What follows belongs to an exercise in optimizing a design on an open flow for small area, a short achievable clock period and few clock cycles per item; a production flow would make more cautious choices. Function was checked by simulation only, so behaviour that the tests miss may differ from the original. No activity file was given, so power comes from the tool's default toggle rates.

===== design/flow/standard.sh =====
#!/bin/bash
# synth_recipe.tcl (not shown) runs the flow's synth.tcl, then flattens the netlist and writes it again
# the make line also repeats each setting of config.mk as NAME=value (left out here)
make -C /OpenROAD-flow-scripts/flow DESIGN_CONFIG=/design/flow/config.mk WORK_HOME=/design/flow/orfs CLKGATE_MAP_FILE= SYNTH_SCRIPT=/design/flow/synth_recipe.tcl "${@:-finish}"

===== design/flow/flow/run.sh =====
#!/bin/bash
set -euo pipefail
bash standard.sh SETUP_SLACK_MARGIN=5.6 finish > flow_make.log 2>&1

===== design/flow/constraint.sdc =====
create_clock -name core_clock -period 9.0 [get_ports {CLOCK_50_I}]
set_input_delay 1.8000 -clock core_clock [delete_from_list [all_inputs] [get_ports {CLOCK_50_I}]]
set_output_delay 1.8000 -clock core_clock [all_outputs]
set_load 0.01 [all_outputs]

===== design/flow/config.mk =====
export PLATFORM = sky130hd
export DESIGN_NAME = idct_top
export DESIGN_NICKNAME = idct_top
export VERILOG_FILES = /design/flow/design.v
export SDC_FILE = /design/flow/constraint.sdc
export NUM_CORES = 4
export LEC_CHECK = 0
export ABC_CLOCK_PERIOD_IN_PS = 3500
export CAP_MARGIN = 20
export CORE_MARGIN = 2
export CORE_UTILIZATION = 30
export PLACE_DENSITY = 0.5
export SETUP_SLACK_MARGIN = 5
export SLEW_MARGIN = 20

===== design/flow/design.v =====
package idct_pkg;
	typedef logic signed [15:0] sample_t;    
	typedef logic signed [15:0] coeff_t;     
	typedef logic signed [39:0] acc_t;
	typedef logic [7:0]         pixel_t;
	typedef logic [17:0] sram_addr_t;
	typedef logic [15:0] sram_data_t;
	typedef logic [5:0] mat_idx_t;           
	typedef logic [4:0] blk_row_t;
	typedef logic [5:0] blk_col_t;
	typedef enum logic [2:0] {
		CTRL_IDLE,
		CTRL_FETCH,
		CTRL_PASS1,
		CTRL_PASS2,
		CTRL_DRAIN,
		CTRL_DONE
	} ctrl_state_t;
	typedef enum logic [1:0] {
		IO_IDLE,
		IO_READ,
		IO_WRITE
	} io_state_t;
endpackage
`timescale 1ns/1ns
module idct_tstore #(
	parameter int L = 3                   
) (
	input  logic            CLOCK_50_I,
	input  logic [7:0]      we,           
	input  logic [7:0][3:0] wd,           
	input  logic            hi_col,       
	output logic [7:0][3:0] rd            
);
	function automatic int port_slot(input int r, input int c);
		port_slot = (60 - L + 8 * (c % 4 - r) + ((c >= 4) ? 4 : 0) + 64) % 32;
	endfunction
	logic [7:0][31:0][3:0] ring;          
	always_ff @(posedge CLOCK_50_I) begin
		for (int r = 0; r < 8; r++) begin
			for (int s = 0; s < 32; s++) begin
				ring[r][s] <= ring[r][(s + 1) % 32];
				for (int c = 0; c < 8; c++) begin
					if (we[r] && port_slot(r, c) == s) begin
						ring[r][s] <= wd[c];
					end
				end
			end
		end
	end
	always_comb begin
		for (int r = 0; r < 8; r++) begin
			rd[r] = hi_col ? ring[r][4] : ring[r][0];
		end
	end
endmodule
`timescale 1ns/1ns
module idct_ds (
	input  logic       CLOCK_50_I,
	input  logic [2:0] phn,          
	input  logic [3:0] x0,
	input  logic [3:0] x1,
	input  logic [3:0] x2,
	input  logic [3:0] x3,
	input  logic [3:0] x4,
	input  logic [3:0] x5,
	input  logic [3:0] x6,
	input  logic [3:0] x7,
	output logic [3:0] y0,
	output logic [3:0] y1,
	output logic [3:0] y2,
	output logic [3:0] y3,
	output logic [3:0] y4,
	output logic [3:0] y5,
	output logic [3:0] y6,
	output logic [3:0] y7
);
	localparam int LAT = 3;
	logic [2:0] p0n;
	assign p0n = phn - 3'd5;
	logic p0_is7;
	logic [2:0] p1n;
	assign p1n = phn - 3'd6;
	logic p1_is7;
	logic [2:0] p2n;
	assign p2n = phn - 3'd7;
	logic p2_is7;
	logic p0_ge1;
	logic p0_ge2;
	logic p0_ge3;
	logic p1_ge1;
	logic p1_ge2;
	logic p1_ge3;
	logic p2_ge1;
	logic p2_ge2;
	logic p2_ge3;
	logic [3:0] d0_r1;
	logic [3:0] d0_r2;
	logic [3:0] d0_r3;
	logic [3:0] d1_r1;
	logic [3:0] d1_r2;
	logic [3:0] d1_r3;
	logic [3:0] d2_r1;
	logic [3:0] d2_r2;
	logic [3:0] d2_r3;
	logic [3:0] d3_r1;
	logic [3:0] d3_r2;
	logic [3:0] d3_r3;
	logic [3:0] a0_r1;
	logic [3:0] a1_r1;
	logic [3:0] b0_r1;
	logic [3:0] b0_r2;
	logic [3:0] b0_r3;
	logic [3:0] b0_r4;
	logic [3:0] b1_r1;
	logic [3:0] b1_r2;
	logic [3:0] b1_r3;
	logic [3:0] b1_r4;
	logic [3:0] u0_r1;
	logic [3:0] u0_r2;
	logic [3:0] u4_r1;
	logic [3:0] u4_r2;
	logic [3:0] t0_r1;
	logic [3:0] t0_r2;
	logic [3:0] t0_r3;
	logic [3:0] t4_r1;
	logic [3:0] t4_r2;
	logic [3:0] t4_r3;
	logic [3:0] t0d_r1;
	logic [3:0] t0d_r2;
	logic [3:0] t0d_r3;
	logic [3:0] t0d_r4;
	logic [3:0] t0d_r5;
	logic [3:0] t1d_r1;
	logic [3:0] t1d_r2;
	logic [3:0] t1d_r3;
	logic [3:0] t1d_r4;
	logic [3:0] t1d_r5;
	logic [3:0] t2d_r1;
	logic [3:0] t2d_r2;
	logic [3:0] t2d_r3;
	logic [3:0] t2d_r4;
	logic [3:0] t2d_r5;
	logic [3:0] t3d_r1;
	logic [3:0] t3d_r2;
	logic [3:0] t3d_r3;
	logic [3:0] t3d_r4;
	logic [3:0] t3d_r5;
	logic [3:0] y0_1_r1;
	logic [3:0] y0_2_r1;
	logic [3:0] y4_3_r1;
	logic [3:0] y4_4_r1;
	logic [3:0] y2_7_r1;
	logic [3:0] y2_9_r1;
	logic [3:0] y2_10_r1;
	logic [3:0] y2_11_r1;
	logic [3:0] y6_13_r1;
	logic [3:0] y6_16_r1;
	logic [3:0] y6_17_r1;
	logic [3:0] y6_18_r1;
	logic [3:0] m399_0_20_r1;
	logic [3:0] m2008_0_23_r1;
	logic [3:0] m1702_0_25_r1;
	logic [3:0] m399_1_28_r1;
	logic [3:0] m2008_1_31_r1;
	logic [3:0] m1702_1_33_r1;
	logic [3:0] m399_2_36_r1;
	logic [3:0] m2008_2_39_r1;
	logic [3:0] m1702_2_41_r1;
	logic [3:0] m399_3_44_r1;
	logic [3:0] m2008_3_47_r1;
	logic [3:0] m1702_3_49_r1;
	logic [3:0] y1_51_r1;
	logic [3:0] y1_53_r1;
	logic [3:0] y3_54_r1;
	logic [3:0] y3_56_r1;
	logic [3:0] y5_57_r1;
	logic [3:0] y5_59_r1;
	logic [3:0] y7_60_r1;
	logic [3:0] y7_62_r1;
	logic [3:0] u0_r1_m1_1;
	assign u0_r1_m1_1 = u0_r1 & {4{p1_ge1}};
	logic [3:0] u4_r1_m1_1;
	assign u4_r1_m1_1 = u4_r1 & {4{p1_ge1}};
	logic [3:0] d0_r1_m0_1;
	assign d0_r1_m0_1 = d0_r1 & {4{p0_ge1}};
	logic [3:0] d1_r1_m0_1;
	assign d1_r1_m0_1 = d1_r1 & {4{p0_ge1}};
	logic [3:0] d2_r1_m0_1;
	assign d2_r1_m0_1 = d2_r1 & {4{p0_ge1}};
	logic [3:0] d3_r1_m0_1;
	assign d3_r1_m0_1 = d3_r1 & {4{p0_ge1}};
	logic [3:0] t0_r2_m1_2;
	assign t0_r2_m1_2 = t0_r2 & {4{p1_ge2}};
	logic [3:0] t0_r3_m1_3;
	assign t0_r3_m1_3 = t0_r3 & {4{p1_ge3}};
	logic [3:0] u0_r2_m1_2;
	assign u0_r2_m1_2 = u0_r2 & {4{p1_ge2}};
	logic [3:0] t0_r1_m1_1;
	assign t0_r1_m1_1 = t0_r1 & {4{p1_ge1}};
	logic [3:0] t0_r2_m2_1;
	assign t0_r2_m2_1 = t0_r2 & {4{p2_ge1}};
	logic [3:0] t4_r2_m1_2;
	assign t4_r2_m1_2 = t4_r2 & {4{p1_ge2}};
	logic [3:0] t4_r3_m1_3;
	assign t4_r3_m1_3 = t4_r3 & {4{p1_ge3}};
	logic [3:0] u4_r2_m1_2;
	assign u4_r2_m1_2 = u4_r2 & {4{p1_ge2}};
	logic [3:0] t4_r1_m1_1;
	assign t4_r1_m1_1 = t4_r1 & {4{p1_ge1}};
	logic [3:0] t4_r2_m2_1;
	assign t4_r2_m2_1 = t4_r2 & {4{p2_ge1}};
	logic [3:0] b0_r2_m0_2;
	assign b0_r2_m0_2 = b0_r2 & {4{p0_ge2}};
	logic [3:0] b0_r3_m0_3;
	assign b0_r3_m0_3 = b0_r3 & {4{p0_ge3}};
	logic [3:0] b0_r1_m0_1;
	assign b0_r1_m0_1 = b0_r1 & {4{p0_ge1}};
	logic [3:0] b0_r3_m1_2;
	assign b0_r3_m1_2 = b0_r3 & {4{p1_ge2}};
	logic [3:0] b0_r4_m1_3;
	assign b0_r4_m1_3 = b0_r4 & {4{p1_ge3}};
	logic [3:0] b0_r2_m1_1;
	assign b0_r2_m1_1 = b0_r2 & {4{p1_ge1}};
	logic [3:0] b1_r2_m0_2;
	assign b1_r2_m0_2 = b1_r2 & {4{p0_ge2}};
	logic [3:0] b1_r3_m0_3;
	assign b1_r3_m0_3 = b1_r3 & {4{p0_ge3}};
	logic [3:0] b1_r1_m0_1;
	assign b1_r1_m0_1 = b1_r1 & {4{p0_ge1}};
	logic [3:0] b1_r3_m1_2;
	assign b1_r3_m1_2 = b1_r3 & {4{p1_ge2}};
	logic [3:0] b1_r2_m1_1;
	assign b1_r2_m1_1 = b1_r2 & {4{p1_ge1}};
	logic [3:0] b1_r4_m1_3;
	assign b1_r4_m1_3 = b1_r4 & {4{p1_ge3}};
	logic [3:0] t0d_r1_m0_1;
	assign t0d_r1_m0_1 = t0d_r1 & {4{p0_ge1}};
	logic [3:0] t0d_r2_m0_2;
	assign t0d_r2_m0_2 = t0d_r2 & {4{p0_ge2}};
	logic [3:0] t0d_r2_m1_1;
	assign t0d_r2_m1_1 = t0d_r2 & {4{p1_ge1}};
	logic [3:0] t0d_r3_m1_2;
	assign t0d_r3_m1_2 = t0d_r3 & {4{p1_ge2}};
	logic [3:0] t0d_r4_m1_3;
	assign t0d_r4_m1_3 = t0d_r4 & {4{p1_ge3}};
	logic [3:0] t0d_r4_m2_2;
	assign t0d_r4_m2_2 = t0d_r4 & {4{p2_ge2}};
	logic [3:0] t0d_r5_m2_3;
	assign t0d_r5_m2_3 = t0d_r5 & {4{p2_ge3}};
	logic [3:0] d0_r2_m0_2;
	assign d0_r2_m0_2 = d0_r2 & {4{p0_ge2}};
	logic [3:0] d0_r3_m0_3;
	assign d0_r3_m0_3 = d0_r3 & {4{p0_ge3}};
	logic [3:0] t0d_r3_m0_3;
	assign t0d_r3_m0_3 = t0d_r3 & {4{p0_ge3}};
	logic [3:0] t1d_r1_m0_1;
	assign t1d_r1_m0_1 = t1d_r1 & {4{p0_ge1}};
	logic [3:0] t1d_r2_m0_2;
	assign t1d_r2_m0_2 = t1d_r2 & {4{p0_ge2}};
	logic [3:0] t1d_r2_m1_1;
	assign t1d_r2_m1_1 = t1d_r2 & {4{p1_ge1}};
	logic [3:0] t1d_r3_m1_2;
	assign t1d_r3_m1_2 = t1d_r3 & {4{p1_ge2}};
	logic [3:0] t1d_r4_m1_3;
	assign t1d_r4_m1_3 = t1d_r4 & {4{p1_ge3}};
	logic [3:0] t1d_r4_m2_2;
	assign t1d_r4_m2_2 = t1d_r4 & {4{p2_ge2}};
	logic [3:0] t1d_r5_m2_3;
	assign t1d_r5_m2_3 = t1d_r5 & {4{p2_ge3}};
	logic [3:0] d1_r2_m0_2;
	assign d1_r2_m0_2 = d1_r2 & {4{p0_ge2}};
	logic [3:0] d1_r3_m0_3;
	assign d1_r3_m0_3 = d1_r3 & {4{p0_ge3}};
	logic [3:0] t1d_r3_m0_3;
	assign t1d_r3_m0_3 = t1d_r3 & {4{p0_ge3}};
	logic [3:0] t2d_r1_m0_1;
	assign t2d_r1_m0_1 = t2d_r1 & {4{p0_ge1}};
	logic [3:0] t2d_r2_m0_2;
	assign t2d_r2_m0_2 = t2d_r2 & {4{p0_ge2}};
	logic [3:0] t2d_r2_m1_1;
	assign t2d_r2_m1_1 = t2d_r2 & {4{p1_ge1}};
	logic [3:0] t2d_r3_m1_2;
	assign t2d_r3_m1_2 = t2d_r3 & {4{p1_ge2}};
	logic [3:0] t2d_r4_m1_3;
	assign t2d_r4_m1_3 = t2d_r4 & {4{p1_ge3}};
	logic [3:0] t2d_r4_m2_2;
	assign t2d_r4_m2_2 = t2d_r4 & {4{p2_ge2}};
	logic [3:0] t2d_r5_m2_3;
	assign t2d_r5_m2_3 = t2d_r5 & {4{p2_ge3}};
	logic [3:0] d2_r2_m0_2;
	assign d2_r2_m0_2 = d2_r2 & {4{p0_ge2}};
	logic [3:0] d2_r3_m0_3;
	assign d2_r3_m0_3 = d2_r3 & {4{p0_ge3}};
	logic [3:0] t2d_r3_m0_3;
	assign t2d_r3_m0_3 = t2d_r3 & {4{p0_ge3}};
	logic [3:0] t3d_r1_m0_1;
	assign t3d_r1_m0_1 = t3d_r1 & {4{p0_ge1}};
	logic [3:0] t3d_r2_m0_2;
	assign t3d_r2_m0_2 = t3d_r2 & {4{p0_ge2}};
	logic [3:0] t3d_r2_m1_1;
	assign t3d_r2_m1_1 = t3d_r2 & {4{p1_ge1}};
	logic [3:0] t3d_r3_m1_2;
	assign t3d_r3_m1_2 = t3d_r3 & {4{p1_ge2}};
	logic [3:0] t3d_r4_m1_3;
	assign t3d_r4_m1_3 = t3d_r4 & {4{p1_ge3}};
	logic [3:0] t3d_r4_m2_2;
	assign t3d_r4_m2_2 = t3d_r4 & {4{p2_ge2}};
	logic [3:0] t3d_r5_m2_3;
	assign t3d_r5_m2_3 = t3d_r5 & {4{p2_ge3}};
	logic [3:0] d3_r2_m0_2;
	assign d3_r2_m0_2 = d3_r2 & {4{p0_ge2}};
	logic [3:0] d3_r3_m0_3;
	assign d3_r3_m0_3 = d3_r3 & {4{p0_ge3}};
	logic [3:0] t3d_r3_m0_3;
	assign t3d_r3_m0_3 = t3d_r3 & {4{p0_ge3}};
	logic [3:0] e0;
	logic e0_c, e0_co;
	idct_dsadd e0_u (.a(x0), .b(x7), .ci(e0_c), .s(e0), .co(e0_co));
	logic [3:0] e1;
	logic e1_c, e1_co;
	idct_dsadd e1_u (.a(x1), .b(x6), .ci(e1_c), .s(e1), .co(e1_co));
	logic [3:0] e2;
	logic e2_c, e2_co;
	idct_dsadd e2_u (.a(x2), .b(x5), .ci(e2_c), .s(e2), .co(e2_co));
	logic [3:0] e3;
	logic e3_c, e3_co;
	idct_dsadd e3_u (.a(x3), .b(x4), .ci(e3_c), .s(e3), .co(e3_co));
	logic [3:0] d0;
	logic d0_c, d0_co;
	idct_dsadd d0_u (.a(x0), .b(~x7), .ci(d0_c), .s(d0), .co(d0_co));
	logic [3:0] d1;
	logic d1_c, d1_co;
	idct_dsadd d1_u (.a(x1), .b(~x6), .ci(d1_c), .s(d1), .co(d1_co));
	logic [3:0] d2;
	logic d2_c, d2_co;
	idct_dsadd d2_u (.a(x2), .b(~x5), .ci(d2_c), .s(d2), .co(d2_co));
	logic [3:0] d3;
	logic d3_c, d3_co;
	idct_dsadd d3_u (.a(x3), .b(~x4), .ci(d3_c), .s(d3), .co(d3_co));
	logic [3:0] a0;
	logic a0_c, a0_co;
	idct_dsadd a0_u (.a(e0), .b(e3), .ci(a0_c), .s(a0), .co(a0_co));
	logic [3:0] a1;
	logic a1_c, a1_co;
	idct_dsadd a1_u (.a(e1), .b(e2), .ci(a1_c), .s(a1), .co(a1_co));
	logic [3:0] b0;
	logic b0_c, b0_co;
	idct_dsadd b0_u (.a(e0), .b(~e3), .ci(b0_c), .s(b0), .co(b0_co));
	logic [3:0] b1;
	logic b1_c, b1_co;
	idct_dsadd b1_u (.a(e1), .b(~e2), .ci(b1_c), .s(b1), .co(b1_co));
	logic [3:0] u0;
	logic u0_c, u0_co;
	idct_dsadd u0_u (.a(a0_r1), .b(a1_r1), .ci(u0_c), .s(u0), .co(u0_co));
	logic [3:0] u4;
	logic u4_c, u4_co;
	idct_dsadd u4_u (.a(a0_r1), .b(~a1_r1), .ci(u4_c), .s(u4), .co(u4_co));
	logic [3:0] t0;
	logic t0_c, t0_co;
	idct_dsadd t0_u (.a(u0), .b({u0[2:0], u0_r1_m1_1[3:3]}), .ci(t0_c), .s(t0), .co(t0_co));
	logic [3:0] t4;
	logic t4_c, t4_co;
	idct_dsadd t4_u (.a(u4), .b({u4[2:0], u4_r1_m1_1[3:3]}), .ci(t4_c), .s(t4), .co(t4_co));
	logic [3:0] t0d;
	logic t0d_c, t0d_co;
	idct_dsadd t0d_u (.a(d0), .b({d0[2:0], d0_r1_m0_1[3:3]}), .ci(t0d_c), .s(t0d), .co(t0d_co));
	logic [3:0] t1d;
	logic t1d_c, t1d_co;
	idct_dsadd t1d_u (.a(d1), .b({d1[2:0], d1_r1_m0_1[3:3]}), .ci(t1d_c), .s(t1d), .co(t1d_co));
	logic [3:0] t2d;
	logic t2d_c, t2d_co;
	idct_dsadd t2d_u (.a(d2), .b({d2[2:0], d2_r1_m0_1[3:3]}), .ci(t2d_c), .s(t2d), .co(t2d_co));
	logic [3:0] t3d;
	logic t3d_c, t3d_co;
	idct_dsadd t3d_u (.a(d3), .b({d3[2:0], d3_r1_m0_1[3:3]}), .ci(t3d_c), .s(t3d), .co(t3d_co));
	logic [3:0] y0_1;
	logic y0_1_c, y0_1_co;
	idct_dsadd y0_1_u (.a({t0_r2_m1_2[2:0], t0_r3_m1_3[3:3]}), .b(~{u0_r1_m1_1[1:0], u0_r2_m1_2[3:2]}), .ci(y0_1_c), .s(y0_1), .co(y0_1_co));
	logic [3:0] y0_2;
	logic y0_2_c, y0_2_co;
	idct_dsadd y0_2_u (.a(y0_1_r1), .b(~{t0_r1[0:0], t0_r2_m2_1[3:1]}), .ci(y0_2_c), .s(y0_2), .co(y0_2_co));
	logic [3:0] y4_3;
	logic y4_3_c, y4_3_co;
	idct_dsadd y4_3_u (.a({t4_r2_m1_2[2:0], t4_r3_m1_3[3:3]}), .b(~{u4_r1_m1_1[1:0], u4_r2_m1_2[3:2]}), .ci(y4_3_c), .s(y4_3), .co(y4_3_co));
	logic [3:0] y4_4;
	logic y4_4_c, y4_4_co;
	idct_dsadd y4_4_u (.a(y4_3_r1), .b(~{t4_r1[0:0], t4_r2_m2_1[3:1]}), .ci(y4_4_c), .s(y4_4), .co(y4_4_co));
	logic [3:0] y2_5;
	logic y2_5_c, y2_5_co;
	idct_dsadd y2_5_u (.a({b0_r3_m1_2[0:0], b0_r4_m1_3[3:1]}), .b({b0_r1[1:0], b0_r2_m1_1[3:2]}), .ci(y2_5_c), .s(y2_5), .co(y2_5_co));
	logic [3:0] y2_6;
	logic y2_6_c, y2_6_co;
	idct_dsadd y2_6_u (.a({b1_r2_m0_2[1:0], b1_r3_m0_3[3:2]}), .b(b1_r1_m0_1), .ci(y2_6_c), .s(y2_6), .co(y2_6_co));
	logic [3:0] y2_7;
	logic y2_7_c, y2_7_co;
	idct_dsadd y2_7_u (.a(y2_6), .b(~{b0_r1_m0_1[0:0], b0_r2_m0_2[3:1]}), .ci(y2_7_c), .s(y2_7), .co(y2_7_co));
	logic [3:0] y2_8;
	logic y2_8_c, y2_8_co;
	idct_dsadd y2_8_u (.a(y2_7_r1), .b(~{b0_r2_m1_1[2:0], b0_r3_m1_2[3:3]}), .ci(y2_8_c), .s(y2_8), .co(y2_8_co));
	logic [3:0] y2_9;
	logic y2_9_c, y2_9_co;
	idct_dsadd y2_9_u (.a(b1_r3_m1_2), .b(b1_r1), .ci(y2_9_c), .s(y2_9), .co(y2_9_co));
	logic [3:0] y2_10;
	logic y2_10_c, y2_10_co;
	idct_dsadd y2_10_u (.a(y2_5), .b(y2_8), .ci(y2_10_c), .s(y2_10), .co(y2_10_co));
	logic [3:0] y2_11;
	logic y2_11_c, y2_11_co;
	idct_dsadd y2_11_u (.a(y2_10_r1), .b(~y2_9_r1), .ci(y2_11_c), .s(y2_11), .co(y2_11_co));
	logic [3:0] y6_12;
	logic y6_12_c, y6_12_co;
	idct_dsadd y6_12_u (.a({b0_r2_m0_2[1:0], b0_r3_m0_3[3:2]}), .b(b0_r1_m0_1), .ci(y6_12_c), .s(y6_12), .co(y6_12_co));
	logic [3:0] y6_13;
	logic y6_13_c, y6_13_co;
	idct_dsadd y6_13_u (.a(y6_12), .b({b1_r1_m0_1[0:0], b1_r2_m0_2[3:1]}), .ci(y6_13_c), .s(y6_13), .co(y6_13_co));
	logic [3:0] y6_14;
	logic y6_14_c, y6_14_co;
	idct_dsadd y6_14_u (.a({b1_r2_m1_1[2:0], b1_r3_m1_2[3:3]}), .b(y6_13_r1), .ci(y6_14_c), .s(y6_14), .co(y6_14_co));
	logic [3:0] y6_15;
	logic y6_15_c, y6_15_co;
	idct_dsadd y6_15_u (.a(b0_r3_m1_2), .b(b0_r1), .ci(y6_15_c), .s(y6_15), .co(y6_15_co));
	logic [3:0] y6_16;
	logic y6_16_c, y6_16_co;
	idct_dsadd y6_16_u (.a({b1_r3_m1_2[0:0], b1_r4_m1_3[3:1]}), .b({b1_r1[1:0], b1_r2_m1_1[3:2]}), .ci(y6_16_c), .s(y6_16), .co(y6_16_co));
	logic [3:0] y6_17;
	logic y6_17_c, y6_17_co;
	idct_dsadd y6_17_u (.a(y6_14), .b(~y6_15), .ci(y6_17_c), .s(y6_17), .co(y6_17_co));
	logic [3:0] y6_18;
	logic y6_18_c, y6_18_co;
	idct_dsadd y6_18_u (.a(y6_17_r1), .b(~y6_16_r1), .ci(y6_18_c), .s(y6_18), .co(y6_18_co));
	logic [3:0] m399_0_19;
	logic m399_0_19_c, m399_0_19_co;
	idct_dsadd m399_0_19_u (.a({t0d_r2_m1_1[0:0], t0d_r3_m1_2[3:1]}), .b({t0d_r1[1:0], t0d_r2_m1_1[3:2]}), .ci(m399_0_19_c), .s(m399_0_19), .co(m399_0_19_co));
	logic [3:0] m399_0_20;
	logic m399_0_20_c, m399_0_20_co;
	idct_dsadd m399_0_20_u (.a(t0d_r1), .b(m399_0_19), .ci(m399_0_20_c), .s(m399_0_20), .co(m399_0_20_co));
	logic [3:0] m1137_0_21;
	logic m1137_0_21_c, m1137_0_21_co;
	idct_dsadd m1137_0_21_u (.a({t0d_r4_m2_2[2:0], t0d_r5_m2_3[3:3]}), .b(~m399_0_20_r1), .ci(m1137_0_21_c), .s(m1137_0_21), .co(m1137_0_21_co));
	logic [3:0] m2008_0_22;
	logic m2008_0_22_c, m2008_0_22_co;
	idct_dsadd m2008_0_22_u (.a({d0_r2_m0_2[0:0], d0_r3_m0_3[3:1]}), .b(~{d0_r1_m0_1[2:0], d0_r2_m0_2[3:3]}), .ci(m2008_0_22_c), .s(m2008_0_22), .co(m2008_0_22_co));
	logic [3:0] m2008_0_23;
	logic m2008_0_23_c, m2008_0_23_co;
	idct_dsadd m2008_0_23_u (.a(m2008_0_22), .b(~{d0[0:0], d0_r1_m0_1[3:1]}), .ci(m2008_0_23_c), .s(m2008_0_23), .co(m2008_0_23_co));
	logic [3:0] m1702_0_24;
	logic m1702_0_24_c, m1702_0_24_co;
	idct_dsadd m1702_0_24_u (.a({d0_r1_m0_1[1:0], d0_r2_m0_2[3:2]}), .b({t0d_r2_m0_2[2:0], t0d_r3_m0_3[3:3]}), .ci(m1702_0_24_c), .s(m1702_0_24), .co(m1702_0_24_co));
	logic [3:0] m1702_0_25;
	logic m1702_0_25_c, m1702_0_25_co;
	idct_dsadd m1702_0_25_u (.a(m1702_0_24), .b({t0d_r1_m0_1[2:0], t0d_r2_m0_2[3:3]}), .ci(m1702_0_25_c), .s(m1702_0_25), .co(m1702_0_25_co));
	logic [3:0] m1702_0_26;
	logic m1702_0_26_c, m1702_0_26_co;
	idct_dsadd m1702_0_26_u (.a({t0d_r1[2:0], t0d_r2_m1_1[3:3]}), .b(m1702_0_25_r1), .ci(m1702_0_26_c), .s(m1702_0_26), .co(m1702_0_26_co));
	logic [3:0] m399_1_27;
	logic m399_1_27_c, m399_1_27_co;
	idct_dsadd m399_1_27_u (.a({t1d_r2_m1_1[0:0], t1d_r3_m1_2[3:1]}), .b({t1d_r1[1:0], t1d_r2_m1_1[3:2]}), .ci(m399_1_27_c), .s(m399_1_27), .co(m399_1_27_co));
	logic [3:0] m399_1_28;
	logic m399_1_28_c, m399_1_28_co;
	idct_dsadd m399_1_28_u (.a(t1d_r1), .b(m399_1_27), .ci(m399_1_28_c), .s(m399_1_28), .co(m399_1_28_co));
	logic [3:0] m1137_1_29;
	logic m1137_1_29_c, m1137_1_29_co;
	idct_dsadd m1137_1_29_u (.a({t1d_r4_m2_2[2:0], t1d_r5_m2_3[3:3]}), .b(~m399_1_28_r1), .ci(m1137_1_29_c), .s(m1137_1_29), .co(m1137_1_29_co));
	logic [3:0] m2008_1_30;
	logic m2008_1_30_c, m2008_1_30_co;
	idct_dsadd m2008_1_30_u (.a({d1_r2_m0_2[0:0], d1_r3_m0_3[3:1]}), .b(~{d1_r1_m0_1[2:0], d1_r2_m0_2[3:3]}), .ci(m2008_1_30_c), .s(m2008_1_30), .co(m2008_1_30_co));
	logic [3:0] m2008_1_31;
	logic m2008_1_31_c, m2008_1_31_co;
	idct_dsadd m2008_1_31_u (.a(m2008_1_30), .b(~{d1[0:0], d1_r1_m0_1[3:1]}), .ci(m2008_1_31_c), .s(m2008_1_31), .co(m2008_1_31_co));
	logic [3:0] m1702_1_32;
	logic m1702_1_32_c, m1702_1_32_co;
	idct_dsadd m1702_1_32_u (.a({d1_r1_m0_1[1:0], d1_r2_m0_2[3:2]}), .b({t1d_r2_m0_2[2:0], t1d_r3_m0_3[3:3]}), .ci(m1702_1_32_c), .s(m1702_1_32), .co(m1702_1_32_co));
	logic [3:0] m1702_1_33;
	logic m1702_1_33_c, m1702_1_33_co;
	idct_dsadd m1702_1_33_u (.a(m1702_1_32), .b({t1d_r1_m0_1[2:0], t1d_r2_m0_2[3:3]}), .ci(m1702_1_33_c), .s(m1702_1_33), .co(m1702_1_33_co));
	logic [3:0] m1702_1_34;
	logic m1702_1_34_c, m1702_1_34_co;
	idct_dsadd m1702_1_34_u (.a({t1d_r1[2:0], t1d_r2_m1_1[3:3]}), .b(m1702_1_33_r1), .ci(m1702_1_34_c), .s(m1702_1_34), .co(m1702_1_34_co));
	logic [3:0] m399_2_35;
	logic m399_2_35_c, m399_2_35_co;
	idct_dsadd m399_2_35_u (.a({t2d_r2_m1_1[0:0], t2d_r3_m1_2[3:1]}), .b({t2d_r1[1:0], t2d_r2_m1_1[3:2]}), .ci(m399_2_35_c), .s(m399_2_35), .co(m399_2_35_co));
	logic [3:0] m399_2_36;
	logic m399_2_36_c, m399_2_36_co;
	idct_dsadd m399_2_36_u (.a(t2d_r1), .b(m399_2_35), .ci(m399_2_36_c), .s(m399_2_36), .co(m399_2_36_co));
	logic [3:0] m1137_2_37;
	logic m1137_2_37_c, m1137_2_37_co;
	idct_dsadd m1137_2_37_u (.a({t2d_r4_m2_2[2:0], t2d_r5_m2_3[3:3]}), .b(~m399_2_36_r1), .ci(m1137_2_37_c), .s(m1137_2_37), .co(m1137_2_37_co));
	logic [3:0] m2008_2_38;
	logic m2008_2_38_c, m2008_2_38_co;
	idct_dsadd m2008_2_38_u (.a({d2_r2_m0_2[0:0], d2_r3_m0_3[3:1]}), .b(~{d2_r1_m0_1[2:0], d2_r2_m0_2[3:3]}), .ci(m2008_2_38_c), .s(m2008_2_38), .co(m2008_2_38_co));
	logic [3:0] m2008_2_39;
	logic m2008_2_39_c, m2008_2_39_co;
	idct_dsadd m2008_2_39_u (.a(m2008_2_38), .b(~{d2[0:0], d2_r1_m0_1[3:1]}), .ci(m2008_2_39_c), .s(m2008_2_39), .co(m2008_2_39_co));
	logic [3:0] m1702_2_40;
	logic m1702_2_40_c, m1702_2_40_co;
	idct_dsadd m1702_2_40_u (.a({d2_r1_m0_1[1:0], d2_r2_m0_2[3:2]}), .b({t2d_r2_m0_2[2:0], t2d_r3_m0_3[3:3]}), .ci(m1702_2_40_c), .s(m1702_2_40), .co(m1702_2_40_co));
	logic [3:0] m1702_2_41;
	logic m1702_2_41_c, m1702_2_41_co;
	idct_dsadd m1702_2_41_u (.a(m1702_2_40), .b({t2d_r1_m0_1[2:0], t2d_r2_m0_2[3:3]}), .ci(m1702_2_41_c), .s(m1702_2_41), .co(m1702_2_41_co));
	logic [3:0] m1702_2_42;
	logic m1702_2_42_c, m1702_2_42_co;
	idct_dsadd m1702_2_42_u (.a({t2d_r1[2:0], t2d_r2_m1_1[3:3]}), .b(m1702_2_41_r1), .ci(m1702_2_42_c), .s(m1702_2_42), .co(m1702_2_42_co));
	logic [3:0] m399_3_43;
	logic m399_3_43_c, m399_3_43_co;
	idct_dsadd m399_3_43_u (.a({t3d_r2_m1_1[0:0], t3d_r3_m1_2[3:1]}), .b({t3d_r1[1:0], t3d_r2_m1_1[3:2]}), .ci(m399_3_43_c), .s(m399_3_43), .co(m399_3_43_co));
	logic [3:0] m399_3_44;
	logic m399_3_44_c, m399_3_44_co;
	idct_dsadd m399_3_44_u (.a(t3d_r1), .b(m399_3_43), .ci(m399_3_44_c), .s(m399_3_44), .co(m399_3_44_co));
	logic [3:0] m1137_3_45;
	logic m1137_3_45_c, m1137_3_45_co;
	idct_dsadd m1137_3_45_u (.a({t3d_r4_m2_2[2:0], t3d_r5_m2_3[3:3]}), .b(~m399_3_44_r1), .ci(m1137_3_45_c), .s(m1137_3_45), .co(m1137_3_45_co));
	logic [3:0] m2008_3_46;
	logic m2008_3_46_c, m2008_3_46_co;
	idct_dsadd m2008_3_46_u (.a({d3_r2_m0_2[0:0], d3_r3_m0_3[3:1]}), .b(~{d3_r1_m0_1[2:0], d3_r2_m0_2[3:3]}), .ci(m2008_3_46_c), .s(m2008_3_46), .co(m2008_3_46_co));
	logic [3:0] m2008_3_47;
	logic m2008_3_47_c, m2008_3_47_co;
	idct_dsadd m2008_3_47_u (.a(m2008_3_46), .b(~{d3[0:0], d3_r1_m0_1[3:1]}), .ci(m2008_3_47_c), .s(m2008_3_47), .co(m2008_3_47_co));
	logic [3:0] m1702_3_48;
	logic m1702_3_48_c, m1702_3_48_co;
	idct_dsadd m1702_3_48_u (.a({d3_r1_m0_1[1:0], d3_r2_m0_2[3:2]}), .b({t3d_r2_m0_2[2:0], t3d_r3_m0_3[3:3]}), .ci(m1702_3_48_c), .s(m1702_3_48), .co(m1702_3_48_co));
	logic [3:0] m1702_3_49;
	logic m1702_3_49_c, m1702_3_49_co;
	idct_dsadd m1702_3_49_u (.a(m1702_3_48), .b({t3d_r1_m0_1[2:0], t3d_r2_m0_2[3:3]}), .ci(m1702_3_49_c), .s(m1702_3_49), .co(m1702_3_49_co));
	logic [3:0] m1702_3_50;
	logic m1702_3_50_c, m1702_3_50_co;
	idct_dsadd m1702_3_50_u (.a({t3d_r1[2:0], t3d_r2_m1_1[3:3]}), .b(m1702_3_49_r1), .ci(m1702_3_50_c), .s(m1702_3_50), .co(m1702_3_50_co));
	logic [3:0] y1_51;
	logic y1_51_c, y1_51_co;
	idct_dsadd y1_51_u (.a(m2008_0_23_r1), .b(m1702_1_34), .ci(y1_51_c), .s(y1_51), .co(y1_51_co));
	logic [3:0] y1_52;
	logic y1_52_c, y1_52_co;
	idct_dsadd y1_52_u (.a(m399_3_44_r1), .b(y1_51_r1), .ci(y1_52_c), .s(y1_52), .co(y1_52_co));
	logic [3:0] y1_53;
	logic y1_53_c, y1_53_co;
	idct_dsadd y1_53_u (.a(m1137_2_37), .b(y1_52), .ci(y1_53_c), .s(y1_53), .co(y1_53_co));
	logic [3:0] y3_54;
	logic y3_54_c, y3_54_co;
	idct_dsadd y3_54_u (.a(m1702_0_26), .b(~m2008_2_39_r1), .ci(y3_54_c), .s(y3_54), .co(y3_54_co));
	logic [3:0] y3_55;
	logic y3_55_c, y3_55_co;
	idct_dsadd y3_55_u (.a(y3_54_r1), .b(~m399_1_28_r1), .ci(y3_55_c), .s(y3_55), .co(y3_55_co));
	logic [3:0] y3_56;
	logic y3_56_c, y3_56_co;
	idct_dsadd y3_56_u (.a(y3_55), .b(~m1137_3_45), .ci(y3_56_c), .s(y3_56), .co(y3_56_co));
	logic [3:0] y5_57;
	logic y5_57_c, y5_57_co;
	idct_dsadd y5_57_u (.a(m1702_3_50), .b(~m2008_1_31_r1), .ci(y5_57_c), .s(y5_57), .co(y5_57_co));
	logic [3:0] y5_58;
	logic y5_58_c, y5_58_co;
	idct_dsadd y5_58_u (.a(m399_2_36_r1), .b(y5_57_r1), .ci(y5_58_c), .s(y5_58), .co(y5_58_co));
	logic [3:0] y5_59;
	logic y5_59_c, y5_59_co;
	idct_dsadd y5_59_u (.a(m1137_0_21), .b(y5_58), .ci(y5_59_c), .s(y5_59), .co(y5_59_co));
	logic [3:0] y7_60;
	logic y7_60_c, y7_60_co;
	idct_dsadd y7_60_u (.a(m1702_2_42), .b(~m2008_3_47_r1), .ci(y7_60_c), .s(y7_60), .co(y7_60_co));
	logic [3:0] y7_61;
	logic y7_61_c, y7_61_co;
	idct_dsadd y7_61_u (.a(m399_0_20_r1), .b(y7_60_r1), .ci(y7_61_c), .s(y7_61), .co(y7_61_co));
	logic [3:0] y7_62;
	logic y7_62_c, y7_62_co;
	idct_dsadd y7_62_u (.a(y7_61), .b(~m1137_1_29), .ci(y7_62_c), .s(y7_62), .co(y7_62_co));
	assign y0 = y0_2_r1;
	assign y1 = y1_53_r1;
	assign y2 = y2_11_r1;
	assign y3 = y3_56_r1;
	assign y4 = y4_4_r1;
	assign y5 = y5_59_r1;
	assign y6 = y6_18_r1;
	assign y7 = y7_62_r1;
	always_ff @(posedge CLOCK_50_I) begin
		p0_is7 <= (p0n == 3'd7);
		p1_is7 <= (p1n == 3'd7);
		p2_is7 <= (p2n == 3'd7);
		p0_ge1 <= (p0n >= 3'd1);
		p0_ge2 <= (p0n >= 3'd2);
		p0_ge3 <= (p0n >= 3'd3);
		p1_ge1 <= (p1n >= 3'd1);
		p1_ge2 <= (p1n >= 3'd2);
		p1_ge3 <= (p1n >= 3'd3);
		p2_ge1 <= (p2n >= 3'd1);
		p2_ge2 <= (p2n >= 3'd2);
		p2_ge3 <= (p2n >= 3'd3);
		e0_c <= p0_is7 ? 1'b0 : e0_co;
		e1_c <= p0_is7 ? 1'b0 : e1_co;
		e2_c <= p0_is7 ? 1'b0 : e2_co;
		e3_c <= p0_is7 ? 1'b0 : e3_co;
		d0_c <= p0_is7 ? 1'b1 : d0_co;
		d1_c <= p0_is7 ? 1'b1 : d1_co;
		d2_c <= p0_is7 ? 1'b1 : d2_co;
		d3_c <= p0_is7 ? 1'b1 : d3_co;
		a0_c <= p0_is7 ? 1'b0 : a0_co;
		a1_c <= p0_is7 ? 1'b0 : a1_co;
		b0_c <= p0_is7 ? 1'b1 : b0_co;
		b1_c <= p0_is7 ? 1'b1 : b1_co;
		u0_c <= p1_is7 ? 1'b0 : u0_co;
		u4_c <= p1_is7 ? 1'b1 : u4_co;
		t0_c <= p1_is7 ? 1'b0 : t0_co;
		t4_c <= p1_is7 ? 1'b0 : t4_co;
		t0d_c <= p0_is7 ? 1'b0 : t0d_co;
		t1d_c <= p0_is7 ? 1'b0 : t1d_co;
		t2d_c <= p0_is7 ? 1'b0 : t2d_co;
		t3d_c <= p0_is7 ? 1'b0 : t3d_co;
		y0_1_c <= p1_is7 ? 1'b1 : y0_1_co;
		y0_2_c <= p2_is7 ? 1'b1 : y0_2_co;
		y4_3_c <= p1_is7 ? 1'b1 : y4_3_co;
		y4_4_c <= p2_is7 ? 1'b1 : y4_4_co;
		y2_5_c <= p1_is7 ? 1'b0 : y2_5_co;
		y2_6_c <= p0_is7 ? 1'b0 : y2_6_co;
		y2_7_c <= p0_is7 ? 1'b1 : y2_7_co;
		y2_8_c <= p1_is7 ? 1'b1 : y2_8_co;
		y2_9_c <= p1_is7 ? 1'b0 : y2_9_co;
		y2_10_c <= p1_is7 ? 1'b0 : y2_10_co;
		y2_11_c <= p2_is7 ? 1'b1 : y2_11_co;
		y6_12_c <= p0_is7 ? 1'b0 : y6_12_co;
		y6_13_c <= p0_is7 ? 1'b0 : y6_13_co;
		y6_14_c <= p1_is7 ? 1'b0 : y6_14_co;
		y6_15_c <= p1_is7 ? 1'b0 : y6_15_co;
		y6_16_c <= p1_is7 ? 1'b0 : y6_16_co;
		y6_17_c <= p1_is7 ? 1'b1 : y6_17_co;
		y6_18_c <= p2_is7 ? 1'b1 : y6_18_co;
		m399_0_19_c <= p1_is7 ? 1'b0 : m399_0_19_co;
		m399_0_20_c <= p1_is7 ? 1'b0 : m399_0_20_co;
		m1137_0_21_c <= p2_is7 ? 1'b1 : m1137_0_21_co;
		m2008_0_22_c <= p0_is7 ? 1'b1 : m2008_0_22_co;
		m2008_0_23_c <= p0_is7 ? 1'b1 : m2008_0_23_co;
		m1702_0_24_c <= p0_is7 ? 1'b0 : m1702_0_24_co;
		m1702_0_25_c <= p0_is7 ? 1'b0 : m1702_0_25_co;
		m1702_0_26_c <= p1_is7 ? 1'b0 : m1702_0_26_co;
		m399_1_27_c <= p1_is7 ? 1'b0 : m399_1_27_co;
		m399_1_28_c <= p1_is7 ? 1'b0 : m399_1_28_co;
		m1137_1_29_c <= p2_is7 ? 1'b1 : m1137_1_29_co;
		m2008_1_30_c <= p0_is7 ? 1'b1 : m2008_1_30_co;
		m2008_1_31_c <= p0_is7 ? 1'b1 : m2008_1_31_co;
		m1702_1_32_c <= p0_is7 ? 1'b0 : m1702_1_32_co;
		m1702_1_33_c <= p0_is7 ? 1'b0 : m1702_1_33_co;
		m1702_1_34_c <= p1_is7 ? 1'b0 : m1702_1_34_co;
		m399_2_35_c <= p1_is7 ? 1'b0 : m399_2_35_co;
		m399_2_36_c <= p1_is7 ? 1'b0 : m399_2_36_co;
		m1137_2_37_c <= p2_is7 ? 1'b1 : m1137_2_37_co;
		m2008_2_38_c <= p0_is7 ? 1'b1 : m2008_2_38_co;
		m2008_2_39_c <= p0_is7 ? 1'b1 : m2008_2_39_co;
		m1702_2_40_c <= p0_is7 ? 1'b0 : m1702_2_40_co;
		m1702_2_41_c <= p0_is7 ? 1'b0 : m1702_2_41_co;
		m1702_2_42_c <= p1_is7 ? 1'b0 : m1702_2_42_co;
		m399_3_43_c <= p1_is7 ? 1'b0 : m399_3_43_co;
		m399_3_44_c <= p1_is7 ? 1'b0 : m399_3_44_co;
		m1137_3_45_c <= p2_is7 ? 1'b1 : m1137_3_45_co;
		m2008_3_46_c <= p0_is7 ? 1'b1 : m2008_3_46_co;
		m2008_3_47_c <= p0_is7 ? 1'b1 : m2008_3_47_co;
		m1702_3_48_c <= p0_is7 ? 1'b0 : m1702_3_48_co;
		m1702_3_49_c <= p0_is7 ? 1'b0 : m1702_3_49_co;
		m1702_3_50_c <= p1_is7 ? 1'b0 : m1702_3_50_co;
		y1_51_c <= p1_is7 ? 1'b0 : y1_51_co;
		y1_52_c <= p2_is7 ? 1'b0 : y1_52_co;
		y1_53_c <= p2_is7 ? 1'b0 : y1_53_co;
		y3_54_c <= p1_is7 ? 1'b1 : y3_54_co;
		y3_55_c <= p2_is7 ? 1'b1 : y3_55_co;
		y3_56_c <= p2_is7 ? 1'b1 : y3_56_co;
		y5_57_c <= p1_is7 ? 1'b1 : y5_57_co;
		y5_58_c <= p2_is7 ? 1'b0 : y5_58_co;
		y5_59_c <= p2_is7 ? 1'b0 : y5_59_co;
		y7_60_c <= p1_is7 ? 1'b1 : y7_60_co;
		y7_61_c <= p2_is7 ? 1'b0 : y7_61_co;
		y7_62_c <= p2_is7 ? 1'b1 : y7_62_co;
		d0_r1 <= d0;
		d0_r2 <= d0_r1;
		d0_r3 <= d0_r2;
		d1_r1 <= d1;
		d1_r2 <= d1_r1;
		d1_r3 <= d1_r2;
		d2_r1 <= d2;
		d2_r2 <= d2_r1;
		d2_r3 <= d2_r2;
		d3_r1 <= d3;
		d3_r2 <= d3_r1;
		d3_r3 <= d3_r2;
		a0_r1 <= a0;
		a1_r1 <= a1;
		b0_r1 <= b0;
		b0_r2 <= b0_r1;
		b0_r3 <= b0_r2;
		b0_r4 <= b0_r3;
		b1_r1 <= b1;
		b1_r2 <= b1_r1;
		b1_r3 <= b1_r2;
		b1_r4 <= b1_r3;
		u0_r1 <= u0;
		u0_r2 <= u0_r1;
		u4_r1 <= u4;
		u4_r2 <= u4_r1;
		t0_r1 <= t0;
		t0_r2 <= t0_r1;
		t0_r3 <= t0_r2;
		t4_r1 <= t4;
		t4_r2 <= t4_r1;
		t4_r3 <= t4_r2;
		t0d_r1 <= t0d;
		t0d_r2 <= t0d_r1;
		t0d_r3 <= t0d_r2;
		t0d_r4 <= t0d_r3;
		t0d_r5 <= t0d_r4;
		t1d_r1 <= t1d;
		t1d_r2 <= t1d_r1;
		t1d_r3 <= t1d_r2;
		t1d_r4 <= t1d_r3;
		t1d_r5 <= t1d_r4;
		t2d_r1 <= t2d;
		t2d_r2 <= t2d_r1;
		t2d_r3 <= t2d_r2;
		t2d_r4 <= t2d_r3;
		t2d_r5 <= t2d_r4;
		t3d_r1 <= t3d;
		t3d_r2 <= t3d_r1;
		t3d_r3 <= t3d_r2;
		t3d_r4 <= t3d_r3;
		t3d_r5 <= t3d_r4;
		y0_1_r1 <= y0_1;
		y0_2_r1 <= y0_2;
		y4_3_r1 <= y4_3;
		y4_4_r1 <= y4_4;
		y2_7_r1 <= y2_7;
		y2_9_r1 <= y2_9;
		y2_10_r1 <= y2_10;
		y2_11_r1 <= y2_11;
		y6_13_r1 <= y6_13;
		y6_16_r1 <= y6_16;
		y6_17_r1 <= y6_17;
		y6_18_r1 <= y6_18;
		m399_0_20_r1 <= m399_0_20;
		m2008_0_23_r1 <= m2008_0_23;
		m1702_0_25_r1 <= m1702_0_25;
		m399_1_28_r1 <= m399_1_28;
		m2008_1_31_r1 <= m2008_1_31;
		m1702_1_33_r1 <= m1702_1_33;
		m399_2_36_r1 <= m399_2_36;
		m2008_2_39_r1 <= m2008_2_39;
		m1702_2_41_r1 <= m1702_2_41;
		m399_3_44_r1 <= m399_3_44;
		m2008_3_47_r1 <= m2008_3_47;
		m1702_3_49_r1 <= m1702_3_49;
		y1_51_r1 <= y1_51;
		y1_53_r1 <= y1_53;
		y3_54_r1 <= y3_54;
		y3_56_r1 <= y3_56;
		y5_57_r1 <= y5_57;
		y5_59_r1 <= y5_59;
		y7_60_r1 <= y7_60;
		y7_62_r1 <= y7_62;
	end
endmodule
module idct_dsadd (
	input  logic [3:0] a,
	input  logic [3:0] b,
	input  logic       ci,
	output logic [3:0] s,
	output logic       co
);
	logic [4:0] c;
	assign c[0] = ci;
	for (genvar i = 0; i < 4; i++) begin : g_fa
		assign s[i]   = a[i] ^ b[i] ^ c[i];
		assign c[i+1] = (a[i] & b[i]) | (a[i] & c[i]) | (b[i] & c[i]);
	end
	assign co = c[4];
endmodule
`timescale 1ns/1ns
module idct_top (
	input  logic                 CLOCK_50_I,
	input  logic                 resetn,
	input  logic                 start,
	input  idct_pkg::blk_row_t   block_row,
	input  idct_pkg::blk_col_t   block_col,
	output logic                 busy,
	output logic                 done,
	input  idct_pkg::sram_data_t sram_read_data,
	output idct_pkg::sram_data_t sram_write_data,
	output idct_pkg::sram_addr_t sram_address,
	output logic                 sram_we_n
);
	localparam int L       = 3;               
	localparam int DONE_TC = 149 + L;
	localparam int WR0     = 92 + L;          
	localparam int PIX0    = 84 + L;          
	logic [7:0] tc;
	logic [7:0] tcp;                          
	logic [7:0] ac;                           
	logic [7:0] wc;                           
	logic       accept;
	logic       run;                          
	logic       idle_i;                       
	logic       busy_n;
	logic       we_q;                         
	assign accept    = start && idle_i;
	assign run       = !idle_i && !accept;
	assign busy_n    = accept || (!idle_i && tc != 8'(DONE_TC - 1));
	assign sram_we_n = !we_q;
	always_ff @(posedge CLOCK_50_I or negedge resetn) begin
		if (!resetn) begin
			busy   <= 1'b0;
			idle_i <= 1'b1;
			done   <= 1'b0;
			tc     <= '0;
			tcp    <= 8'd1;
			ac     <= '0;
			wc     <= '0;
		end else begin
			busy   <= busy_n;
			idle_i <= !busy_n;
			done   <= !accept && !idle_i && tc == 8'(DONE_TC - 1);
			if (accept) begin
				tc  <= 8'd1;
				tcp <= 8'd2;
				ac  <= 8'd0;
				wc  <= 8'(1 - 91 - L);
			end else if (!idle_i) begin
				tc  <= tc + 8'd1;
				tcp <= tcp + 8'd1;
				ac  <= ac + 8'd1;
				wc  <= wc + 8'd1;
			end
		end
	end
	logic [4:0]  rq;
	logic [5:0]  kq;
	logic [13:0] mpos;                        
	logic        rd_a, wr_a;                  
	logic [2:0]  k_a;                         
	logic        rd_first;                    
	logic        rd1;
	logic [2:0]  c1;
	logic [15:0] hi;
	logic        wr_load;                     
	logic [2:0]  wr_i;
	logic [1:0]  wr_w;
	assign mpos = {1'b0, rq, 8'd0} + {3'b0, rq, kq};
	assign rd_a = (ac < 8'd64);
	assign wr_a = (wc < 8'd64) && !wc[3];
	assign k_a  = rd_a ? ac[5:3] : wc[2:0];
	always_ff @(posedge CLOCK_50_I or negedge resetn) begin
		if (!resetn) begin
			wr_load  <= 1'b0;
			we_q     <= 1'b0;
			rd_first <= 1'b0;
		end else begin
			wr_load  <= run && wr_a;
			we_q     <= wr_load && !idle_i;
			rd_first <= run && (tcp == 8'd2);
		end
	end
	always_ff @(posedge CLOCK_50_I) begin
		rq   <= block_row;
		kq   <= block_col;
		rd1  <= rd_a;
		c1   <= ac[2:0];
		wr_i <= wc[2:0];
		wr_w <= wc[5:4];
		hi   <= {2'b0, mpos} + {10'd0, k_a, 3'd0} + {8'd0, k_a, 5'd0} + (rd_a ? 16'd9600 : 16'd0);
		if (rd_first) begin
			sram_address <= {15'(mpos) + 15'd9600, 3'd0};
		end else if (rd1) begin
			sram_address <= {hi[14:0], c1};
		end else begin
			sram_address <= {hi, wr_w};
		end
	end
	logic [10:0][15:0] sr;                    
	logic [7:0]  fz;                          
	logic [2:0]  dk;
	logic        pass2_ld;
	logic [7:0][3:0] sdig;
	logic [7:0][3:0] tdig;
	logic [7:0][3:0] xr;
	logic [2:0]  rd_col;
	assign fz = tcp - 8'd4;
	assign sr[0] = sram_read_data;
	always_ff @(posedge CLOCK_50_I) begin
		dk       <= fz[2:0];
		pass2_ld <= (tcp >= 8'd76);
		rd_col   <= fz[5:3] - 3'd1;           
	end
	always_comb begin
		for (int n = 0; n < 8; n++) begin
			case (dk[1:0])
				2'd0:    sdig[n] = sr[7 - n][3:0];
				2'd1:    sdig[n] = sr[8 - n][7:4];
				2'd2:    sdig[n] = sr[9 - n][11:8];
				default: sdig[n] = sr[10 - n][15:12];
			endcase
		end
	end
	always_ff @(posedge CLOCK_50_I) begin
		sr[1] <= sram_read_data;
		for (int p = 2; p < 11; p++) begin
			sr[p] <= sr[p - 1];
		end
		for (int n = 0; n < 8; n++) begin
			if (dk[2]) begin
				xr[n] <= {4{xr[n][3]}};       
			end else if (pass2_ld) begin
				xr[n] <= tdig[n];
			end else begin
				xr[n] <= sdig[n];
			end
		end
	end
	logic [7:0][3:0] y;
	idct_ds u_ds (
		.CLOCK_50_I(CLOCK_50_I), .phn(tcp[2:0]),
		.x0(xr[0]), .x1(xr[1]), .x2(xr[2]), .x3(xr[3]),
		.x4(xr[4]), .x5(xr[5]), .x6(xr[6]), .x7(xr[7]),
		.y0(y[0]), .y1(y[1]), .y2(y[2]), .y3(y[3]),
		.y4(y[4]), .y5(y[5]), .y6(y[6]), .y7(y[7])
	);
	logic [7:0] tz;                           
	logic [7:0] t_we;
	assign tz = tcp - 8'(15 + L);
	always_ff @(posedge CLOCK_50_I) begin
		for (int r = 0; r < 8; r++) begin
			t_we[r] <= run && (tcp >= 8'(15 + L)) && (tz < 8'd64) && (tz[5:3] == 3'(r)) && !tz[2];
		end
	end
	idct_tstore #(.L(L)) u_t (
		.CLOCK_50_I(CLOCK_50_I), .we(t_we), .wd(y), .hi_col(rd_col[2]), .rd(tdig)
	);
	logic [7:0][3:0] yd1, yd2, yd3;
	logic [7:0][7:0] pix;
	logic [7:0][7:0] pa, pb;
	logic [7:0] pz;
	logic       pa_en, pb_en;
	assign pz = tcp - 8'(PIX0);
	always_ff @(posedge CLOCK_50_I) begin
		pa_en <= (tcp >= 8'(PIX0)) && (pz < 8'd64) && (pz[3:0] == 4'd0);
		pb_en <= (tcp >= 8'(PIX0)) && (pz < 8'd64) && (pz[3:0] == 4'd8);
	end
	always_comb begin
		for (int i = 0; i < 8; i++) begin
			if (y[i][3]) begin
				pix[i] = 8'd0;
			end else if ((|y[i][2:0]) || (|yd1[i])) begin
				pix[i] = 8'd255;
			end else begin
				pix[i] = {yd2[i], yd3[i]};
			end
		end
	end
	always_ff @(posedge CLOCK_50_I) begin
		for (int i = 0; i < 8; i++) begin
			yd1[i] <= y[i];
			yd2[i] <= yd1[i];
			yd3[i] <= yd2[i];
			pa[i] <= pa_en ? pix[i] : pa[(i + 1) % 8];
			pb[i] <= pb_en ? pix[i] : pb[(i + 1) % 8];
		end
		if (wr_load) begin
			sram_write_data <= {pa[1], (wr_i == 3'd0) ? pix[0] : pb[1]};
		end
	end
endmodule

==> results of run 1 <==
path summary, 6_finish.rpt:
path,from,end,slack (ns),cells after the start
min reg2reg,u_t.ring[581],u_t.ring[577],0.27,0
max,sram_write_data[7],sram_write_data[7],5.72,1
min in group asynchronous,resetn,ac[2],1.14,1
max reg2reg,u_ds.p1_ge2,u_ds.y6_17_c,5.74,10
min,u_t.ring[581],u_t.ring[577],0.27,0
max in group asynchronous,resetn,wr_load,7.21,1
logic make-up (layout without fill, tap and decap cells):
group	count (synthesis)	in the layout	synth area share (%)
DFF	1941	1941	67.2
buffers and inverters	626	954	4.04
and+or+nand+nor	487	487	4.37
muxes	478	478	9.71
adders and majority gates	355	355	11.7
AOI/OAI and AO/OA	236	236	2.27
xor gates and xnor gates	54	54	0.808
other	0	8	0
through the flow:
stage	total power [mW]	cell area, um^2	utilization, %	std cells
after global routing	24.7	69000	35.5	7047
after global placement	15.3	62100	32.0	6696
after CTS	23.7	69000	35.5	7046
final	23.3	69000	35.5	7055
after floorplan	13.4	58500	-	4177
after detailed placement	15.3	62100	32.0	6696
cells in the mapped netlist, types with 8 or more instances:
| master | count |
|---|---|
| a211oi_1 | 9 |
| a21oi_1 | 86 |
| and2_1 | 85 |
| buf_1 | 37 |
| buf_2 | 10 |
| clkbuf_1 | 74 |
| dfrtp_1 | 36 |
| dfxtp_1 | 1879 |
| edfxtp_1 | 24 |
| fa_1 | 317 |
| ha_1 | 36 |
| inv_1 | 505 |
| mux2_2 | 397 |
| mux2i_1 | 49 |
| mux4_2 | 32 |
| nand2_1 | 185 |
| nand2b_1 | 23 |
| nand3_1 | 20 |
| nor2_1 | 62 |
| nor2b_1 | 49 |
| nor4_4 | 8 |
| o21ai_0 | 100 |
| or2_2 | 17 |
| or4_1 | 9 |
| xnor2_1 | 35 |
| xor2_1 | 19 |
flip-flops by register name, summed over array words and instances (netlist names), 16 cells and up:
name	flops
hi	16
yd1	32
pb	64
sram_write_data	16
sr	136
xr	32
yd3	32
pa	64
yd2	32
u_t.ring	1024
sram_address	18
per-layer routing:
layer | routed length, um | up-vias | GRT usage [%] | part of all wire, %
li1 | - | 13500 | - | -
met1 | 58700 | 13600 | 17.2 | 50
met2 | 52000 | 412 | 18.5 | 44
met3 | 4400 | 187 | 2.40 | 3.7
met4 | 3090 | 0 | 4.10 | 2.6
met5 | 0 | - | 0 | 0
layout make-up:
type	count	area share [%]
Antenna cell	8	0.0290
Clock buffer	280	8.25
Clock inverter	70	1.69
Inverter	505	2.75
Multi-Input combinational cell	1610	24.5
Sequential cell	1941	57.0
Tap cell	2542	4.61
Timing Repair Buffer	99	1.27
power by group through the flow:
stage          logic [mW]  registers [mW]  clock network, mW
2_1_floorplan        2.04            11.4                  0
3_3_place_gp         3.48            11.8                  0
3_5_place_dp         3.51            11.8                  0
4_1_cts              3.52            11.7               8.57
5_1_grt              3.95            11.8               8.94
6_report             3.40            11.6               8.33
repair_timing:
item / 4_1_cts / 5_1_grt
hold buffers: 0 / 0
buffers inserted: 0 / 0
endpoints found under the setup margin: 41 / 7
gates resized for setup: 43 / 8
==> out/summary.txt, run 1 <==
First-pass GRT wire length = 181 mm
Pin count of the biggest net entering global routing = 65
Switch Pwr = 6.32 mW
PortBufs = 66
Critical Path AT = 1.48 ns
CTS clk-pin slew, worst paths = 0.06 ns
Ys async rst share = 1.96%
EDFF count, synth = 24
Area grow syn2layout = 18.0%
DRC = 0
Total gr overflow = 0
Crit Path Max Fanout = 1
Final setup violation count = 0
Internal power = 17.0 mW
Tcrit/Tclk final = 36.4%
Worst-Skew Late Latency = 0.83 ns
Maximum VDD drop = 234 uV
Post-place setup slack = 5.30 ns
CP max stage cell = edfxtp_1
Final Hold Vio Count = 0
Top_reg_cell synth = dfxtp_1
PD cells = 338 nW/um^2
Die area = 199000 um^2
Worst path bufs/invs = 1
P_leak = 29.6 nW
Area of the multi-input gates = 16900 um^2
Switch share = 27.1%
DRT Wirelength = 118 mm
Worst slew margin = 22.0%
Initial antenna violation count = 10
Setup slack after layout = 5.72 ns
Vias in the first global route = 29000
Synthesized area = 58500 um^2
CTS Root Cell = clkbuf_16
Worst clock skew = 0.0578 ns
Slew Limit Fails = 0
Outcome = finished clean
Clock Sinks = 1941
Most frequent cells in the layout = dfxtp_1, inv_1, mux2_2, fa_1, clkbuf_16
Measured slew at the worst slew-check pin = 1.17 ns
Core area = 194000 um^2
DRT antenna net count = 0
Most common cell after layout, fill and taps aside = dfxtp_1
Total I/O pin count = 67
Share of layout cells above drive strength 1 = 18.5%
Max Fclk = 0.305 GHz
Register area = 39300 um^2
First-pass detailed-route iteration total = 5
GP Congestion = 0.766
H-tree Lvls = 4
Final min period = 3.28 ns
Final hold slack = 0.272 ns
Routed len/inst = 16.7 um
Die W = 446 um
GRT Total Usage = 12.2%
Largest area contributor in the netlist = dfxtp_1
Sequential share of power = 49.7%
Post-synthesis sequential area ratio = 67.2%
Via count = 27700
Ranking of synthesized cells by area = dfxtp_1, fa_1, mux2_2
Fill cells = 18700
Cell row count = 162
Total negative slack = 0 ns
CP max stage delay = 0.40 ns
CTS tree = done
Synth Register Bits = 1941
Die Y = 446 um
Crit start category = register
Synth warn = 3
CP Data Required Time = 7.20 ns
HPWL Detailed = 79.5 mm
Clock power frac = 35.7%
Crit end category = primary output
CP top delay family = flip-flops
Max-Cap Viols = 0
Syn nets = 4560
Hold/Removal Path Class = register to register
Synth top area share = 64.3%
Vias per inst = 3.93
Crit path cell chain = clkdlybuf4s15_1
TritonCTS Buffers = 188
Synth unique cells = 62
Combinational share of power = 14.6%
Cell count after synthesis = 4177
Initial drt markers = 1227
Initial Utilization = 30.1%
# nets final = 4728
Setup CP Type = register to primary output
RSZ-0062 raised after global routing = true
Syn_area_per_cell = 14.0 um^2
Clk buf depth = 3
Testbench counts, summed over its fixed seeds: cycles 19,456, blocks 128.
==> run 2, diff against run 1 <==
==> design/flow/run.sh (new file) <==
#!/bin/bash
# synth_recipe.tcl (not shown) runs the flow's synth.tcl, then flattens the netlist and writes it again
# the make line also repeats each setting of config.mk as NAME=value (left out here)
make -C /OpenROAD-flow-scripts/flow DESIGN_CONFIG=/design/flow/config.mk WORK_HOME=/design/flow/orfs CLKGATE_MAP_FILE= SYNTH_SCRIPT=/design/flow/synth_recipe.tcl finish
removed: design/flow/flow/run.sh
removed: design/flow/standard.sh
==> out/summary.txt, run 2 <==
Outcome = finished clean
Fill cells = 18700
Cell count after synthesis = 4177
Cell Area, Placed = 62100 um^2
Maximum VDD drop = 237 uV
# nets final = 4728
Tcrit/Tclk final = 40.8%
Total gr overflow = 0
Initial antenna violation count = 10
Die W = 446 um
Area grow syn2layout = 18.0%
Max Fclk = 0.272 GHz
Total I/O pin count = 67
First-pass GRT wire length = 181 mm
Hold/Removal Path Class = register to register
Measured slew at the worst slew-check pin = 1.17 ns
Final Instance Area = 69000 um^2
Vias per inst = 3.93
Final hold slack = 0.272 ns
Cell row count = 162
Final setup violation count = 0
Vias in the first global route = 29000
Most common cell in the netlist = dfxtp_1
Worst clock skew = 0.0577 ns
DRT Wirelength = 118 mm
Synth Register Bits = 1941
Synth unique cells = 62
Worst r2r src = u_ds.p1_ge2
Pin count of the biggest net entering global routing = 65
Resize count post-CTS = 0
First-pass detailed-route iteration total = 5
Clk buf depth = 3
Biggest register = u_t.ring
Synth warn = 3
Share of layout cells above drive strength 1 = 18.4%
Max FFs per register = 1024
Critical Path AT = 4.36 ns
Routed len/inst = 16.7 um
Synthesized area = 58500 um^2
H-tree Lvls = 4
EDFF count, synth = 24
PD cells = 338 nW/um^2
Worst setup path start = u_ds.p1_ge2
Worst-Skew Late Latency = 0.83 ns
Die Y = 446 um
PortBufs = 66
Core area = 194000 um^2
Most frequent cells in the layout = dfxtp_1, inv_1, mux2_2, fa_1, clkbuf_16
Ys async rst share = 1.96%
Biggest regs = u_t.ring: 1024 flops, sr: 136 flops
CTS clk-pin slew, worst paths = 0.06 ns
Most common cell after layout, fill and taps aside = dfxtp_1
DRT antenna net count = 0
Worst slew margin = 22.0%
CP Data Required Time = 9.69 ns
Largest area contributor in the netlist = dfxtp_1
Crit Path Max Fanout = 17
Hold path startpoint = u_t.ring[581]
Initial drt markers = 1223
Final min period = 3.67 ns
P_leak = 29.5 nW
Top_reg_cell synth = dfxtp_1
TritonCTS Buffers = 188
GP Congestion = 0.766
Die area = 199000 um^2
GRT Total Usage = 12.2%
Setup CP Type = register to register
HPWL Detailed = 79.5 mm
Crit end category = register
Final Hold Vio Count = 0
Post-synthesis sequential area ratio = 67.2%
Ranking of synthesized cells by area = dfxtp_1, fa_1, mux2_2
Initial Utilization = 30.1%
RSZ-0062 raised after global routing = false
Syn_area_per_cell = 14.0 um^2
Synth top area share = 64.3%
CTS Root Cell = clkbuf_16
CTS tree = done
Total negative slack = 0 ns
DRC = 0
Slew Limit Fails = 0
Final Total Pwr = 23.3 mW
Max-Cap Viols = 0
Syn nets = 4560
Clock Sinks = 1941
CTS Hold Bufs = 0
Via count = 27700
Top cells by count, synth = dfxtp_1, inv_1, mux2_2
Crit start category = register
Post-CTS Setup Repair Bufs = 0
[run 2: worst paths after layout]
check | endpoint | slack, ns | cells past startpoint
max in group asynchronous | wr_load | 7.21 | 1
setup reg to reg | u_ds.y6_17_c | 5.33 | 10
hold reg to reg | u_t.ring[577] | 0.27 | 0
min in group asynchronous | ac[2] | 1.15 | 1
hold / removal | u_t.ring[577] | 0.27 | 0
setup / recovery | u_ds.y6_17_c | 5.33 | 10
[run 2: report_power, final]
part | switching [mW] | internal [mW]
logic | 2.01 | 1.40
clock network | 3.36 | 4.97
registers | 0.955 | 10.6
[run 2: layer usage]
metal / track usage, % / vias up / share of wire, %
met5: 0 / - / 0
met4: 4.10 / 0 / 2.6
met3: 2.40 / 187 / 3.7
met2: 18.5 / 418 / 44
met1: 17.2 / 13600 / 50
li1: - / 13500 / -
[run 2: logic make-up (layout without fill, tap and decap cells)]
family / count (synthesis) / after routing / synth area share (%)
buffers and inverters: 626 / 954 / 4.04
AND/OR/NAND/NOR: 487 / 487 / 4.37
AO/OA/AOI/OAI: 236 / 236 / 2.27
flip-flops: 1941 / 1941 / 67.2
XOR/XNOR: 54 / 54 / 0.808
multiplexers: 478 / 478 / 9.71
other: 0 / 7 / 0
adder cells (fa/ha/maj): 355 / 355 / 11.7
[run 2: per-stage QoR]
| stage | util, % | instances | worst slack (ns) |
|---|---|---|---|
| final | 35.5 | 7054 | 5.33 |
| after global routing | 35.5 | 7047 | 5.11 |
| after CTS | 35.5 | 7046 | 5.28 |
| after detailed placement | 32.0 | 6696 | 5.30 |
| after global placement | 32.0 | 6696 | 5.31 |
| after floorplan | - | 4177 | 5.76 |
[run 2: worst max-delay path, cell delays in order, from the launching register on]
cell	delay, ns
dfxtp_1	0.75
buf_4	0.32
and2_1	0.23
a21o_1	0.13
o21ai_0	0.09
fa_1	0.39
fa_1	0.39
fa_1	0.49
inv_1	0.06
fa_1	0.41
or2_2	0.27
[run 2: area by class of cell]
type | instances | area [um^2] | share of cell area (%)
Antenna cell | 7 | 17.5 | 0.0254
Clock buffer | 280 | 5690 | 8.25
Clock inverter | 70 | 1160 | 1.69
Inverter | 505 | 1900 | 2.75
Multi-Input combinational cell | 1610 | 16900 | 24.4
Sequential cell | 1941 | 39300 | 56.9
Tap cell | 2542 | 3180 | 4.61
Timing Repair Buffer | 99 | 916 | 1.33

[static timing again, ports no longer ideal]
How much do the figures lean on ideal ports? The routed layouts below were timed once more, with nothing changed but the port constraints.
Step 1 assumes that a clkbuf_16 drives the clock port and a buf_2 every other input.
Step 2 also shifts input and output timing later by t, the mid clock arrival at the registers, as if the neighbouring blocks saw the same clock.
Slacks: ideal / step 1 / step 2; pairs: ideal / step 1.
| run | t, ns | slack for setup (ns) | worst setup path after step 2 | clock arrival spread, ns | worst slew at a driven data input, ns |
|---|---|---|---|---|---|
| run 1 | 0.882 | 5.721 / 5.643 / 5.370 | input to register | 0.062 / 0.062 | 0.08 |
| run 2 | 0.881 | 5.329 / 5.329 / 5.329 | register to register | 0.061 / 0.062 | 0.08 |
After both steps every run listed still meets setup and hold. For run 1, which loses most, drivers alone change the setup slack by -0.078 ns; drivers and shift together by -0.351 ns.
